This is an optimization exercise on Yosys and OpenROAD, whose aim is small area, a short achievable clock period and few clock cycles, not a production implementation.
The RTL was checked by simulation tests, not by an equivalence proof against the original design.
No activity file was given, so power comes from the tool's default toggle rates.

## sknobs_knob_table
module sknobs_knob_table
#(
   parameter int unsigned NUM_ENTRIES = sknobs_hw_pkg::KT_NUM_ENTRIES,
   parameter int unsigned KEY_W       = sknobs_hw_pkg::KT_KEY_W,
   parameter int unsigned VAL_W       = sknobs_hw_pkg::KT_VAL_W,
   parameter int unsigned IDX_W       = $clog2(NUM_ENTRIES)
) (
   input  logic             clk,
   input  logic             rst,
   input  logic             clear,
   input  logic             set_valid,
   output logic             set_ready,
   input  logic [KEY_W-1:0] set_key,
   input  logic [VAL_W-1:0] set_value,
   output logic             set_err,
   input  logic             get_valid,
   output logic             get_ready,
   input  logic [KEY_W-1:0] get_key,
   input  logic [VAL_W-1:0] get_default,
   output logic             rsp_valid,
   input  logic             rsp_ready,
   output logic [VAL_W-1:0] rsp_value,
   output logic             rsp_exists,
   output logic [IDX_W:0]   count,
   output logic             full
);
Settings: LEC_CHECK=0, CAP_MARGIN=20, CORE_MARGIN=2, CORE_UTILIZATION=65, SETUP_SLACK_MARGIN=2.8, SLEW_MARGIN=20; clock period 6.0 ns.
run.sh (not shown) runs the stock make flow with config.mk's settings and CLKGATE_MAP_FILE= SYNTH_SCRIPT=/design/flow/synth_recipe.tcl, a recipe that flattens the netlist after the stock synthesis.
Testbench counts at the start, summed over its fixed seeds: cycles 8,013.
Then changed:
Settings changed: CORE_UTILIZATION 65 to 40.
Power is lower by 1.3%.
Synthesized cell count does not change.
Global-route usage decreases by 16 points.
Area after synthesis does not change.
Count of clock-buffer cells in the layout came out higher by 17.
Non-clock buffer count came out lower by 31.
Via count came out lower by 5.0%.
Utilization is lower by 30 points.
Cell area came out higher by 0.82%.
Register-to-register slack hardly moves.
First-iteration DRC count shrinks by 21%.


## lane 1
Another version of the RTL of sknobs_knob_table (not shown whole).
Size in the first run: roughly 3700 cells after synthesis, about 270 I/O pins, roughly 67000 µm² of cells after synthesis.
==> flow/config.mk <==
export PLATFORM = sky130hd
export DESIGN_NAME = sknobs_knob_table
export DESIGN_NICKNAME = sknobs_knob_table
export VERILOG_FILES = /design/flow/design.v
export SDC_FILE = /design/flow/constraint.sdc
export NUM_CORES = 4
export LEC_CHECK = 0
export CAP_MARGIN = 20
export CORE_MARGIN = 2
export CORE_UTILIZATION = 70
export SETUP_SLACK_MARGIN = 3.6
export SLEW_MARGIN = 20
==> flow/constraint.sdc <==
create_clock -name core_clock -period 6.0 [get_ports {clk}]
set_input_delay 1.2000 -clock core_clock [delete_from_list [all_inputs] [get_ports {clk}]]
set_output_delay 1.2000 -clock core_clock [all_outputs]
set_load 0.01 [all_outputs]
standard.sh (not shown) runs the stock make flow with config.mk's settings and CLKGATE_MAP_FILE= SYNTH_SCRIPT=/design/flow/synth_recipe.tcl, a recipe that flattens the netlist after the stock synthesis.
==> flow/flow/run.sh <==
#!/bin/bash
# Standard ORFS layout (the standard.sh) with two placement/CTS choices changed:
#  - port buffers use buf_1 instead of the default delay-buffer cell;
#  - CTS clusters up to 14 sinks per clkbuf_8 leaf and inserts no dummy loads.
# Every tool's full output goes to a log file in this folder (and ORFS's own logs).
set -euo pipefail
export BUFFER_PORTS_ARGS="-buffer_cell sky130_fd_sc_hd__buf_1"
export CTS_ARGS="-sink_clustering_enable -repair_clock_nets -dont_use_dummy_load -buf_list sky130_fd_sc_hd__clkbuf_8 -sink_clustering_size 14 -sink_clustering_max_diameter 50"
bash standard.sh finish > orfs_make.log 2>&1
cp orfs/logs/*/sknobs_knob_table/base/*.log . 2>/dev/null || true
test -f out/final.def
In summary, lane 1 completed successfully, with a layout that passed the timing, DRC and antenna checks.
Testbench counts of lane 1, summed over its fixed seeds: cycles 8,013.
Input changes introduced in lane 2 (baseline for comparison: lane 1):
Settings: swapping 3.6 for 3.0 in SETUP_SLACK_MARGIN.
Delta (lane 2 minus lane 1): global-route usage went down 2.4 points; worst-case vdd ir drop went up 0.025 mV.
Diff lane 2 and lane 1: minimum clock period higher in lane 2
Summary of lane 2 over lane 1: post-CTS setup buffer count now smaller; number of enable flip-flop cells after synthesis comparable; cell count now smaller.
Number of diodes added for antenna fixing was lower in the run labelled lane 1.
Met2 wire length in lane 2 vs lane 1: down about 4.3%
Clock buffer and inverter area fraction after layout: lane 2 vs lane 1 — no meaningful difference
Looking at layout overhead on the synthesized area, lane 2 sits 4.9 points lower than lane 1 does.
In the metrics for lane 2 and lane 1, the one carrying the higher share of the clock period used by the worst path is lane 2.


The RTL this note starts from:
==> flow/design.v <==
`default_nettype none
package sknobs_hw_pkg;
   localparam int unsigned KT_NUM_ENTRIES = 16;
   localparam int unsigned KT_KEY_W       = 32;
   localparam int unsigned KT_VAL_W       = 64;
   typedef enum logic [1:0] {
      IDLE   = 2'd0,
      SEARCH = 2'd1,
      RESP   = 2'd2,
      WRITE  = 2'd3
   } kt_state_e;
   typedef enum logic {
      OP_GET = 1'b0,
      OP_SET = 1'b1
   } kt_op_e;
   typedef struct packed {
      logic [KT_KEY_W-1:0] key;
      logic [KT_VAL_W-1:0] value;
   } kt_entry_t;
endpackage
`default_nettype wire
`default_nettype none
module sknobs_kt_storage
#(
   parameter int unsigned NUM_ENTRIES = sknobs_hw_pkg::KT_NUM_ENTRIES,
   parameter int unsigned KEY_W       = sknobs_hw_pkg::KT_KEY_W,
   parameter int unsigned VAL_W       = sknobs_hw_pkg::KT_VAL_W
) (
   input  logic                   clk,
   input  logic [NUM_ENTRIES-1:0] wr_en,
   input  logic [KEY_W-1:0]       wr_key,
   input  logic [VAL_W-1:0]       wr_value,
   input  logic [KEY_W-1:0]       cmp_key,
   input  logic [NUM_ENTRIES-1:0] cmp_mask,
   output logic [NUM_ENTRIES-1:0] cmp_match,
   input  logic [NUM_ENTRIES-1:0] rd_sel,
   output logic [VAL_W-1:0]       rd_value
);
   logic [KEY_W-1:0] key_q   [NUM_ENTRIES];
   logic [VAL_W-1:0] value_q [NUM_ENTRIES];
   always_ff @(posedge clk) begin
      for (int i = 0; i < int'(NUM_ENTRIES); i++) begin
         if (wr_en[i]) begin
            key_q[i]   <= wr_key;
            value_q[i] <= wr_value;
         end
      end
   end
   always_comb begin
      for (int i = 0; i < int'(NUM_ENTRIES); i++) begin
         cmp_match[i] = cmp_mask[i] && (key_q[i] == cmp_key);
      end
   end
   always_comb begin
      rd_value = '0;
      for (int i = 0; i < int'(NUM_ENTRIES); i++) begin
         rd_value = rd_value | (value_q[i] & {VAL_W{rd_sel[i]}});
      end
   end
endmodule
`default_nettype wire
`default_nettype none
module sknobs_knob_table
#(
   parameter int unsigned NUM_ENTRIES = sknobs_hw_pkg::KT_NUM_ENTRIES,
   parameter int unsigned KEY_W       = sknobs_hw_pkg::KT_KEY_W,
   parameter int unsigned VAL_W       = sknobs_hw_pkg::KT_VAL_W,
   parameter int unsigned IDX_W       = $clog2(NUM_ENTRIES)
) (
   input  logic             clk,
   input  logic             rst,
   input  logic             clear,
   input  logic             set_valid,
   output logic             set_ready,
   input  logic [KEY_W-1:0] set_key,
   input  logic [VAL_W-1:0] set_value,
   output logic             set_err,
   input  logic             get_valid,
   output logic             get_ready,
   input  logic [KEY_W-1:0] get_key,
   input  logic [VAL_W-1:0] get_default,
   output logic             rsp_valid,
   input  logic             rsp_ready,
   output logic [VAL_W-1:0] rsp_value,
   output logic             rsp_exists,
   output logic [IDX_W:0]   count,
   output logic             full
);
   localparam int unsigned CNT_W = IDX_W + 1;
   logic [CNT_W-1:0]       count_q;         
   logic                   err_q;           
   logic                   r_valid_q;       
   logic                   r_set_q;         
   logic [KEY_W-1:0]       r_key_q;
   logic [VAL_W-1:0]       r_val_q;         
   logic [NUM_ENTRIES-1:0] r_idx_q;         
   logic                   r_app_q;         
   logic [NUM_ENTRIES-1:0] wvalid_q;        
   logic [NUM_ENTRIES-1:0] next_q;          
   logic                   rsp_valid_q;
   logic [VAL_W-1:0]       rsp_value_q;
   logic                   rsp_exists_q;
   logic                   pend_q;          
   logic                   stall;
   logic [KEY_W-1:0]       a_key;
   logic [VAL_W-1:0]       a_val;
   logic [NUM_ENTRIES-1:0] a_match, a_idx;
   logic                   a_fwd, a_any, a_new, full_w;
   assign stall  = r_valid_q && !r_set_q && rsp_valid_q && !rsp_ready;
   assign full_w = count_q[IDX_W];
   assign a_key  = {get_valid ? get_key[KEY_W-1:KEY_W/2] : set_key[KEY_W-1:KEY_W/2],
                    set_valid ? set_key[KEY_W/2-1:0]     : get_key[KEY_W/2-1:0]};
   assign a_val  = {set_valid ? set_value[VAL_W-1:VAL_W/2] : get_default[VAL_W-1:VAL_W/2],
                    get_valid ? get_default[VAL_W/2-1:0]   : set_value[VAL_W/2-1:0]};
   assign a_fwd  = r_valid_q && r_set_q && (|r_idx_q) && (r_key_q == a_key);
   assign a_any = (|a_match) || a_fwd;
   assign a_new = set_valid && !a_any;
   assign a_idx = a_match | (a_fwd ? r_idx_q : '0) | (a_new ? next_q : '0);
   logic [NUM_ENTRIES-1:0] wr_en;
   logic                   do_get;
   logic [VAL_W-1:0]       rd_value;
   logic                   r_any;
   assign wr_en  = (r_valid_q && r_set_q) ? r_idx_q : '0;
   assign do_get = r_valid_q && !r_set_q && !stall;
   assign r_any  = |r_idx_q;
   sknobs_kt_storage #(
      .NUM_ENTRIES (NUM_ENTRIES),
      .KEY_W       (KEY_W),
      .VAL_W       (VAL_W)
   ) u_storage (
      .clk       (clk),
      .wr_en     (wr_en),
      .wr_key    (r_key_q),
      .wr_value  (r_val_q),
      .cmp_key   (a_key),
      .cmp_mask  (wvalid_q),
      .cmp_match (a_match),
      .rd_sel    (r_idx_q),
      .rd_value  (rd_value)
   );
   always_ff @(posedge clk) begin
      r_key_q <= a_key;
      if (!stall) begin
         r_set_q <= set_valid;
         r_val_q <= a_val;
         r_idx_q <= a_idx;
      end
      if (do_get) begin
         rsp_value_q  <= r_any ? rd_value : r_val_q;
         rsp_exists_q <= r_any;
      end
      if (rst) begin
         count_q     <= '0;
         wvalid_q    <= '0;
         next_q      <= NUM_ENTRIES'(1);
         err_q       <= 1'b0;
         r_valid_q   <= 1'b0;
         r_app_q     <= 1'b0;
         rsp_valid_q <= 1'b0;
         pend_q      <= 1'b0;
      end else begin
         err_q   <= !stall && a_new && full_w;
         r_app_q <= !stall && a_new && !full_w;
         if (clear) begin
            count_q  <= '0;
            wvalid_q <= '0;
            next_q   <= NUM_ENTRIES'(1);
         end else begin
            if (!stall && a_new && !full_w) begin
               count_q <= count_q + CNT_W'(1);
               next_q  <= next_q << 1;
            end
            if (r_app_q) wvalid_q <= wvalid_q | r_idx_q;
         end
         if (!stall) r_valid_q <= set_valid || get_valid;
         if (do_get) rsp_valid_q <= 1'b1;
         else if (rsp_ready) rsp_valid_q <= 1'b0;
         pend_q <= (stall || get_valid) && (do_get || (rsp_valid_q && !rsp_ready));
      end
   end
   assign set_ready  = !pend_q || rsp_ready;
   assign get_ready  = !pend_q || rsp_ready;
   assign rsp_valid  = rsp_valid_q;
   assign rsp_value  = rsp_value_q;
   assign rsp_exists = rsp_exists_q;
   assign set_err    = err_q;
   assign count      = count_q;
   assign full       = full_w;
endmodule
`default_nettype wire
export LEC_CHECK = 0
export CAP_MARGIN = 20
export CORE_MARGIN = 2
export CORE_UTILIZATION = 70
export SETUP_SLACK_MARGIN = 3.0
export SLEW_MARGIN = 20
create_clock -name core_clock -period 6.0 [get_ports {clk}]
Scripts as last shown in full above: flow/flow/run.sh
Testbench counts at the start, summed over its fixed seeds: cycles 8,013.
Then changed:
--- a/flow/config.mk
+++ b/flow/config.mk
@@ -8,5 +8,5 @@
 export CAP_MARGIN = 20
 export CORE_MARGIN = 2
-export CORE_UTILIZATION = 70
+export CORE_UTILIZATION = 65
 export SETUP_SLACK_MARGIN = 3.0
 export SLEW_MARGIN = 20
The changed run finished with timing, DRC and antenna clean.
Power hardly moves.
Combinational power drops by a few percent.
Die area climbs by a little under a tenth.
Routed wire length is about the same.
Sequential cell count stays the same.
Global-route usage drops by 2.5 points.
Non-clock buffer count drops by 30.
Setup slack loses 0.061 ns.
Then changed:
==> flow/flow/run.sh (replaced) <==
#!/bin/bash
# Standard ORFS layout (the standard.sh) with three choices changed:
#  - port buffers use buf_1 instead of the default delay-buffer cell;
#  - CTS clusters up to 14 sinks per clkbuf_8 leaf and inserts no dummy loads;
#  - timing repair may resize a cell to one of a different footprint
#    (MATCH_CELL_FOOTPRINT=0; the platform sets 1).
# Every tool's full output goes to a log file in this folder (and ORFS's own logs).
set -euo pipefail
export BUFFER_PORTS_ARGS="-buffer_cell sky130_fd_sc_hd__buf_1"
export CTS_ARGS="-sink_clustering_enable -repair_clock_nets -dont_use_dummy_load -buf_list sky130_fd_sc_hd__clkbuf_8 -sink_clustering_size 14 -sink_clustering_max_diameter 50"
sed 's/CLKGATE_MAP_FILE= /CLKGATE_MAP_FILE= MATCH_CELL_FOOTPRINT=0 /' standard.sh > standard_fp.sh
grep -q 'MATCH_CELL_FOOTPRINT=0' standard_fp.sh
bash standard_fp.sh finish > orfs_make.log 2>&1
cp orfs/logs/*/sknobs_knob_table/base/*.log . 2>/dev/null || true
test -f out/final.def
--- a/flow/config.mk
+++ b/flow/config.mk
@@ -8,5 +8,5 @@
 export CAP_MARGIN = 20
 export CORE_MARGIN = 2
-export CORE_UTILIZATION = 65
+export CORE_UTILIZATION = 70
 export SETUP_SLACK_MARGIN = 3.0
 export SLEW_MARGIN = 20
The changed run finished clean.
Worst setup slack is worse by 0.047 ns.
Total power hardly moves.
Non-clock buffer count increases by 19.
Clock skew grows by 0.017 ns.
Die area fell by 7.1%.

[separate check: timing with driven ports]
The flow's constraints put no driver on any port. The routed layouts listed below were extracted and timed again, unchanged, in two steps.
Step 1: set_driving_cell puts a clkbuf_16 on clk and a buf_2 on each other input, an assumption about the parent block.
Step 2 times the ports against the registers' clock, not the clock port: input delays grow and output delays shrink by t, the midpoint of the rising clock arrivals with the driver on.
a / b / c = ideal / step 1 / step 2; a / b = the first two.
run	t, ns	setup slack, ns	slew at the worst register clock pin (ns)
the first run of note 1	0.843	2.583 / 2.470 / 1.627	0.07 / 0.07
the second run of note 1	0.891	2.537 / 2.538 / 1.647	0.07 / 0.07
lane 1	0.903	2.991 / 2.924 / 2.109	0.10 / 0.10
lane 2	0.922	2.850 / 2.850 / 1.997	0.09 / 0.09
the first run of note 3	0.921	2.724 / 2.650 / 1.729	0.10 / 0.10
the second run of note 3	0.930	2.663 / 2.487 / 1.557	0.10 / 0.10
the third run of note 3	0.918	2.617 / 2.534 / 1.616	0.10 / 0.10
After both steps setup and hold are still met in every run listed. For the second run of note 3, which loses most, drivers alone change the setup slack by -0.176 ns; drivers and shift together by -1.106 ns.
